From an optimization exercise on the open Yosys and OpenROAD flow, aimed at small area, a short achievable clock period and few clock cycles per item; shortcuts taken in it are not production practice. In this exercise RTL edits were held to simulation tests only and were not proved equivalent to the original.

the baseline:
==> flow/design.v (excerpt) <==
module fullcon_seq_mac #(
   parameter int DEPTH_IN     = 12,
   parameter int N_OUT        = 4,
   parameter int LANES        = 12,
   parameter int WIDTH_DATA   = 16,
   parameter int WIDTH_KERNEL = 8,
   parameter int RELU_EN      = 0
) (
   input  logic                                   clk,
   input  logic                                   rst,
   input  logic                                   in_valid,
   output logic                                   in_ready,
   input  logic [WIDTH_DATA*DEPTH_IN-1:0]         data_in,
   input  logic [WIDTH_KERNEL*DEPTH_IN*N_OUT-1:0] kernel_in,
   input  logic [(WIDTH_DATA+WIDTH_KERNEL+$clog2(DEPTH_IN)+1)*N_OUT-1:0] bias_in,
   output logic                                   out_valid,
   input  logic                                   out_ready,
   output logic [WIDTH_DATA+WIDTH_KERNEL+$clog2(DEPTH_IN):0] data_o,
   output logic [((N_OUT > 1) ? $clog2(N_OUT) : 1)-1:0] out_idx,
   output logic                                   out_last
);
Size in the first run: roughly 1,200 flip-flops, about 730 I/O pins, roughly 0.077 sq mm of cells after synthesis.
export LEC_CHECK = 0
export CAP_MARGIN = 40
export CORE_MARGIN = 2
export CORE_UTILIZATION = 40
export SLEW_MARGIN = 65
create_clock -name core_clock -period 12.0 [get_ports {clk}]
standard.sh (not shown) runs the stock make flow with config.mk's settings and CLKGATE_MAP_FILE= SYNTH_SCRIPT=/design/flow/synth_recipe.tcl, a recipe that flattens the netlist after the stock synthesis.
==> flow/flow/run.sh <==
#!/bin/bash
set -euo pipefail
export BUFFER_PORTS_ARGS="-buffer_cell sky130_fd_sc_hd__buf_1"
bash standard.sh finish > standard.log 2>&1
The baseline finished every step from synthesis to the final layout, and the layout passed the timing, design-rule and antenna checks.
Testbench counts of the baseline, summed over its fixed seeds: cycles 1,568, items 1,536.
Setup changes, the baseline to the candidate
diff --git a/flow/design.v b/flow/design.v
--- a/flow/design.v
+++ b/flow/design.v
@@ -74,40 +74,40 @@
             n_q        <= n_q + 2'(issue);
             issue_q    <= vld_nx && room_d;
             in_ready_q <= !vld_nx || (last_nx && room_d);
          end
       end
    end
    logic [11:0][7:0] hd_w;      
    logic [11:0][3:0] hd_one, hd_two, hd_neg;
-   assign hd_w = accept ? kernel_in[95:0] : kern_q[1];
+   assign hd_w = in_ready ? kernel_in[95:0] : kern_q[1];
    always_comb begin
       for (int i = 0; i < 12; i++) begin
          for (int k = 0; k < 4; k++) begin
             logic w2, w1, w0;
             w2 = hd_w[i][2*k+1];
             w1 = hd_w[i][2*k];
             w0 = (k == 0) ? 1'b0 : hd_w[i][2*k-1];
             hd_one[i][k] = w1 ^ w0;
             hd_two[i][k] = (w2 & ~w1 & ~w0) | (~w2 & w1 & w0);
             hd_neg[i][k] = w2;
          end
       end
    end
    always_ff @(posedge clk) begin
-      if (accept) data_q <= data_in;
+      if (in_ready) data_q <= data_in;
    end
    always_ff @(posedge clk) begin
-      if (accept || issue) begin
+      if (in_ready || issue) begin
          hd_one_q <= hd_one;
          hd_two_q <= hd_two;
          hd_neg_q <= hd_neg;
       end
-      if (accept) begin
+      if (in_ready) begin
          kern_q <= kernel_in[383:96];
          bias_q <= bias_in;
       end else if (issue) begin
          kern_q[1] <= kern_q[2];
          kern_q[2] <= kern_q[3];
          for (int n = 0; n < 3; n++) bias_q[n] <= bias_q[n+1];
       end
    end
==> comparison <==
The candidate vs the baseline on required time at the worst-slack endpoint: the candidate is the lower one.
In the candidate relative to the baseline, final net count had gone down by a little under 10%.
Relative to the baseline, the candidate degrades worst slew slack as a fraction of its limit.
Worst hold slack across all endpoints in the candidate vs the baseline: down 0.0056 ns
A library cell contributing the largest single delay on the critical path of clkbuf_8 is what the baseline shows, while dfxtp_4 belongs to the candidate.
Relative to the baseline, relative area of clock buffers and inverters in the final design has gone up in the candidate.
Die outline width: the baseline vs the candidate — no meaningful difference
The baseline and the candidate ended up with nearly the same final area.
Testbench counts of the candidate, summed over its fixed seeds: cycles 1,568, items 1,536.

---

fullcon_seq_mac, a different RTL version from the one above (not shown whole).
Size in the first run: roughly 6300 cells after synthesis, roughly 1200 flip-flops, about 730 I/O pins, roughly 77000 µm² of cells after synthesis.
clock: 12.0 ns
lec_check: 0
cap_margin: 40
core_margin: 2
core_utilization: 40
slew_margin: 65
Scripts as last shown in full above: flow/flow/run.sh
Testbench counts at the start, summed over its fixed seeds: cycles 1,568, items 1,536.
Next try:
--- a/flow/design.v
+++ b/flow/design.v
@@ -29,38 +29,42 @@
    logic [3:0][WA-1:0]     bias_q;      
    logic                   vld_q;       
    logic [1:0]             n_q;         
    logic [S:0]             pv_q;        
    logic [QD-1:0][WA-1:0]  q_q;         
    logic [QD-1:0]          qt_q;        
    logic [QD-1:0]          ot_q;        
    logic                   ov_q;        
+   logic                   ovn_q;       
+   logic [QD-1:0]          qt;          
    logic [1:0]             oi_q;        
+   logic                   last_q;      
    logic issue, accept, last_n, pop, push;
    logic issue_q, in_ready_q;           
    logic ld_n_q;                        
    logic vld_nx, room_nopop, room_pop, room_d, last_nx;
    logic [QD-1:0] ot_nopop, ot_pop, qt_nopop, qt_pop;
    assign last_n   = (n_q == 2'd3);
    assign issue    = issue_q;
    assign in_ready = in_ready_q;
    assign accept   = in_valid && in_ready;
-   assign pop      = ov_q && out_ready;
+   assign pop      = !ovn_q && out_ready;
+   assign qt       = {qt_q[QD-1:1], !ovn_q};
    assign pv_q[0]  = issue;
    assign push     = pv_q[S];
    assign vld_nx     = vld_q && !(issue && last_n);              
    assign last_nx    = ((n_q + 2'(issue)) == 2'd3);
    assign room_nopop = issue ? !ot_q[QD-2] : !ot_q[QD-1];        
    assign room_pop   = issue ? !ot_q[QD-1] : 1'b1;               
    assign room_d     = pop ? room_pop : room_nopop;
    assign ot_nopop   = issue ? {ot_q[QD-2:0], 1'b1} : ot_q;
    assign ot_pop     = issue ? ot_q : {1'b0, ot_q[QD-1:1]};
-   assign qt_nopop   = push ? {qt_q[QD-2:0], 1'b1} : qt_q;
-   assign qt_pop     = push ? qt_q : {1'b0, qt_q[QD-1:1]};
+   assign qt_nopop   = push ? {qt[QD-2:0], 1'b1} : qt;
+   assign qt_pop     = push ? qt : {1'b0, qt[QD-1:1]};
    always_ff @(posedge clk) begin
       if (rst) begin
          vld_q      <= 1'b0;
          n_q        <= 2'd0;
          issue_q    <= 1'b0;
          in_ready_q <= 1'b1;
          ld_n_q     <= 1'b0;
          ot_q       <= '0;
@@ -5764,38 +5768,44 @@
    assign result = row_a + row_b;
    always_ff @(posedge clk) begin
       if (rst) pv_q[S:1] <= '0;
       else     pv_q[S:1] <= pv_q[S-1:0];
    end
    logic [QD-1:0] wr_nopop, wr_pop;
    always_comb begin
       for (int e = 0; e < QD; e++) begin
-         wr_nopop[e] = push && ((e == 0) ? !qt_q[0] : (qt_q[e-1] && !qt_q[e]));
-         wr_pop[e]   = push && ((e == QD - 1) ? 1'b0 : (qt_q[e] && !qt_q[e+1]));
+         wr_nopop[e] = push && ((e == 0) ? !qt[0] : (qt[e-1] && !qt[e]));
+         wr_pop[e]   = push && ((e == QD - 1) ? 1'b0 : (qt[e] && !qt[e+1]));
       end
    end
    always_ff @(posedge clk) begin
       for (int e = 0; e < QD; e++) begin
          if (pop) begin
             if (e == QD - 1 || wr_pop[e]) q_q[e] <= result;
             else q_q[e] <= q_q[(e == QD - 1) ? e : e + 1];
          end else if (wr_nopop[e]) begin
             q_q[e] <= result;
          end
       end
    end
    always_ff @(posedge clk) begin
       if (rst) begin
          qt_q <= '0;
          ov_q <= 1'b0;
+         ovn_q <= 1'b1;
          oi_q <= 2'd0;
+         last_q <= 1'b0;
       end else begin
          qt_q <= pop ? qt_pop : qt_nopop;
          ov_q <= pop ? qt_pop[0] : qt_nopop[0];
-         if (pop) oi_q <= oi_q + 2'd1;
+         ovn_q <= !(pop ? qt_pop[0] : qt_nopop[0]);
+         if (pop) begin
+            oi_q   <= oi_q + 2'd1;
+            last_q <= (oi_q == 2'd2);
+         end
       end
    end
    assign out_valid = ov_q;
    assign data_o    = ((RELU_EN != 0) && q_q[0][WA-1]) ? '0 : q_q[0];
    assign out_idx   = oi_q;
-   assign out_last  = (oi_q == 2'd3);
+   assign out_last  = last_q;
 endmodule
After rerunning: Worst setup slack loses 0.13 ns. Utilization went up by 0.26 points. Routed wire length went up by 0.96%. Area after synthesis is about the same. Cell area barely changes. Die area stays flat.
Testbench counts after the change, summed over its fixed seeds: cycles 1,568, items 1,536.

---

Setup of oak:
Another version of the RTL of fullcon_seq_mac (not shown whole).
Size: about 6300 cells after synthesis, about 1200 flip-flops, about 730 I/O pins, roughly 77000 µm² of cells after synthesis.
==> flow/design.v (excerpt) <==
module fullcon_seq_mac #(
   parameter int DEPTH_IN     = 12,
   parameter int N_OUT        = 4,
   parameter int LANES        = 12,
   parameter int WIDTH_DATA   = 16,
   parameter int WIDTH_KERNEL = 8,
   parameter int RELU_EN      = 0
) (
   input  logic                                   clk,
   input  logic                                   rst,
   input  logic                                   in_valid,
   output logic                                   in_ready,
   input  logic [WIDTH_DATA*DEPTH_IN-1:0]         data_in,
   input  logic [WIDTH_KERNEL*DEPTH_IN*N_OUT-1:0] kernel_in,
   input  logic [(WIDTH_DATA+WIDTH_KERNEL+$clog2(DEPTH_IN)+1)*N_OUT-1:0] bias_in,
   output logic                                   out_valid,
   input  logic                                   out_ready,
   output logic [WIDTH_DATA+WIDTH_KERNEL+$clog2(DEPTH_IN):0] data_o,
   output logic [((N_OUT > 1) ? $clog2(N_OUT) : 1)-1:0] out_idx,
   output logic                                   out_last
);
   localparam int WA = 29;    
   localparam int S  = 2;     
   localparam int QD = 4;     
   localparam int WC = $clog2(QD + 1);    
   logic [11:0][15:0]      data_q;
  ...
export LEC_CHECK = 0
export CAP_MARGIN = 40
export CORE_MARGIN = 2
export CORE_UTILIZATION = 40
export SLEW_MARGIN = 65
create_clock -name core_clock -period 12.0 [get_ports {clk}]
Scripts as last shown in full above: flow/flow/run.sh
Testbench counts of oak, summed over its fixed seeds: cycles 1,568, items 1,536.
Relative to oak, the following input files were edited for pine:
diff --git a/flow/design.v b/flow/design.v
--- a/flow/design.v
+++ b/flow/design.v
@@ -31,35 +31,38 @@
    logic [1:0]             n_q;         
    logic [S:0]             pv_q;        
    logic [QD-1:0][WA-1:0]  q_q;         
    logic [QD-1:0]          qt_q;        
    logic [QD-1:0]          ot_q;        
    logic                   ov_q;        
+   logic                   ovn_q;       
+   logic [QD-1:0]          qt;          
    logic [1:0]             oi_q;        
    logic                   last_q;      
    logic issue, accept, last_n, pop, push;
    logic issue_q, in_ready_q;           
    logic ld_n_q;                        
    logic vld_nx, room_nopop, room_pop, room_d, last_nx;
    logic [QD-1:0] ot_nopop, ot_pop, qt_nopop, qt_pop;
    assign last_n   = (n_q == 2'd3);
    assign issue    = issue_q;
    assign in_ready = in_ready_q;
    assign accept   = in_valid && in_ready;
-   assign pop      = ov_q && out_ready;
+   assign pop      = !ovn_q && out_ready;
+   assign qt       = {qt_q[QD-1:1], !ovn_q};
    assign pv_q[0]  = issue;
    assign push     = pv_q[S];
    assign vld_nx     = vld_q && !(issue && last_n);              
    assign last_nx    = ((n_q + 2'(issue)) == 2'd3);
    assign room_nopop = issue ? !ot_q[QD-2] : !ot_q[QD-1];        
    assign room_pop   = issue ? !ot_q[QD-1] : 1'b1;               
    assign room_d     = pop ? room_pop : room_nopop;
    assign ot_nopop   = issue ? {ot_q[QD-2:0], 1'b1} : ot_q;
    assign ot_pop     = issue ? ot_q : {1'b0, ot_q[QD-1:1]};
-   assign qt_nopop   = push ? {qt_q[QD-2:0], 1'b1} : qt_q;
-   assign qt_pop     = push ? qt_q : {1'b0, qt_q[QD-1:1]};
+   assign qt_nopop   = push ? {qt[QD-2:0], 1'b1} : qt;
+   assign qt_pop     = push ? qt : {1'b0, qt[QD-1:1]};
    always_ff @(posedge clk) begin
       if (rst) begin
          vld_q      <= 1'b0;
          n_q        <= 2'd0;
          issue_q    <= 1'b0;
          in_ready_q <= 1'b1;
@@ -79,30 +82,37 @@
             issue_q    <= vld_nx && room_d;
             in_ready_q <= !vld_nx || (last_nx && room_d);
             ld_n_q     <= !(!vld_nx || (last_nx && room_d));
          end
       end
    end
-   logic [11:0][7:0] hd_w;      
+   logic [1:0][11:0][7:0] hd_w;
+   logic [1:0][11:0][3:0] hd_one_c, hd_two_c, hd_neg_c;
    logic [11:0][3:0] hd_one, hd_two, hd_neg;
    logic ld;
-   assign ld   = !ld_n_q;
-   assign hd_w = ld ? kernel_in[95:0] : kern_q[1];
+   assign ld      = !ld_n_q;
+   assign hd_w[1] = kernel_in[95:0];
+   assign hd_w[0] = kern_q[1];
    always_comb begin
-      for (int i = 0; i < 12; i++) begin
-         for (int k = 0; k < 4; k++) begin
-            logic w2, w1, w0;
-            w2 = hd_w[i][2*k+1];
-            w1 = hd_w[i][2*k];
-            w0 = (k == 0) ? 1'b0 : hd_w[i][2*k-1];
-            hd_one[i][k] = w1 ^ w0;
-            hd_two[i][k] = (w2 & ~w1 & ~w0) | (~w2 & w1 & w0);
-            hd_neg[i][k] = w2;
+      for (int c = 0; c < 2; c++) begin
+         for (int i = 0; i < 12; i++) begin
+            for (int k = 0; k < 4; k++) begin
+               logic w2, w1, w0;
+               w2 = hd_w[c][i][2*k+1];
+               w1 = hd_w[c][i][2*k];
+               w0 = (k == 0) ? 1'b0 : hd_w[c][i][2*k-1];
+               hd_one_c[c][i][k] = w1 ^ w0;
+               hd_two_c[c][i][k] = (w2 & ~w1 & ~w0) | (~w2 & w1 & w0);
+               hd_neg_c[c][i][k] = w2;
+            end
          end
       end
    end
+   assign hd_one = ld ? hd_one_c[1] : hd_one_c[0];
+   assign hd_two = ld ? hd_two_c[1] : hd_two_c[0];
+   assign hd_neg = ld ? hd_neg_c[1] : hd_neg_c[0];
    always_ff @(posedge clk) begin
       if (ld) data_q <= data_in;
    end
    always_ff @(posedge clk) begin
       if (ld || issue) begin
          hd_one_q <= hd_one;
@@ -5767,14 +5777,14 @@
       if (rst) pv_q[S:1] <= '0;
       else     pv_q[S:1] <= pv_q[S-1:0];
    end
    logic [QD-1:0] wr_nopop, wr_pop;
    always_comb begin
       for (int e = 0; e < QD; e++) begin
-         wr_nopop[e] = push && ((e == 0) ? !qt_q[0] : (qt_q[e-1] && !qt_q[e]));
-         wr_pop[e]   = push && ((e == QD - 1) ? 1'b0 : (qt_q[e] && !qt_q[e+1]));
+         wr_nopop[e] = push && ((e == 0) ? !qt[0] : (qt[e-1] && !qt[e]));
+         wr_pop[e]   = push && ((e == QD - 1) ? 1'b0 : (qt[e] && !qt[e+1]));
       end
    end
    always_ff @(posedge clk) begin
       for (int e = 0; e < QD; e++) begin
          if (pop) begin
             if (e == QD - 1 || wr_pop[e]) q_q[e] <= result;
@@ -5785,17 +5795,19 @@
       end
    end
    always_ff @(posedge clk) begin
       if (rst) begin
          qt_q <= '0;
          ov_q <= 1'b0;
+         ovn_q <= 1'b1;
          oi_q <= 2'd0;
          last_q <= 1'b0;
       end else begin
          qt_q <= pop ? qt_pop : qt_nopop;
          ov_q <= pop ? qt_pop[0] : qt_nopop[0];
+         ovn_q <= !(pop ? qt_pop[0] : qt_nopop[0]);
          if (pop) begin
             oi_q   <= oi_q + 2'd1;
             last_q <= (oi_q == 2'd2);
          end
       end
    end
## What came out
- Diff pine and oak: count of clock-buffer cells in the layout lower in pine
- Against oak, pine reports a area added between synthesis and finish that is lower.
- Cmp pine and oak / transition time of the tightest slew-check pin / lower: oak
- pine vs oak — worst endpoint data arrival time rose 2.98 ns.
- Changes observed in pine relative to oak: via count saw an increase, final instance area saw an increase, die area saw an increase, least setup slack across all paths after layout saw an increase.
Testbench counts of pine, summed over its fixed seeds: cycles 1,568, items 1,536.

## re-timing with driven ports
The flow's constraints put no driver on any port. The routed layouts listed below were extracted and timed again, unchanged, in two steps. Step 1 (the two cells are an assumption about what drives the block):
set clk [get_ports {clk}]
set_driving_cell -lib_cell sky130_fd_sc_hd__clkbuf_16 $clk
set_driving_cell -lib_cell sky130_fd_sc_hd__buf_2 [delete_from_list [all_inputs] $clk]
Step 2 adds t to the input delays and takes it off the output delays; t is the mean of the earliest and latest rising clock arrival at the registers after step 1. Input paths then give back, and output paths get back, about the clock's delay inside the block. Slacks: ideal ports / drivers / drivers and shift; pairs: ideal ports / drivers.
| run | shift t [ns] | setup slack, ns | clock arrival spread, ns |
|---|---|---|---|
| the baseline | 0.896 | 7.499 / 7.576 / 6.680 | 0.054 / 0.054 |
| the candidate | 0.905 | 7.724 / 7.628 / 7.831 | 0.088 / 0.088 |
| the first run of note 2 | 0.883 | 8.096 / 8.016 / 7.635 | 0.043 / 0.043 |
| the second run of note 2 | 0.891 | 7.964 / 7.964 / 7.799 | 0.068 / 0.067 |
| oak | 0.893 | 8.128 / 8.031 / 7.572 | 0.096 / 0.097 |
| pine | 0.903 | 8.227 / 8.146 / 7.835 | 0.066 / 0.067 |
After both steps every run listed still meets setup and hold. For the baseline, which loses most, drivers alone change the setup slack by +0.077 ns; drivers and shift together by -0.819 ns.
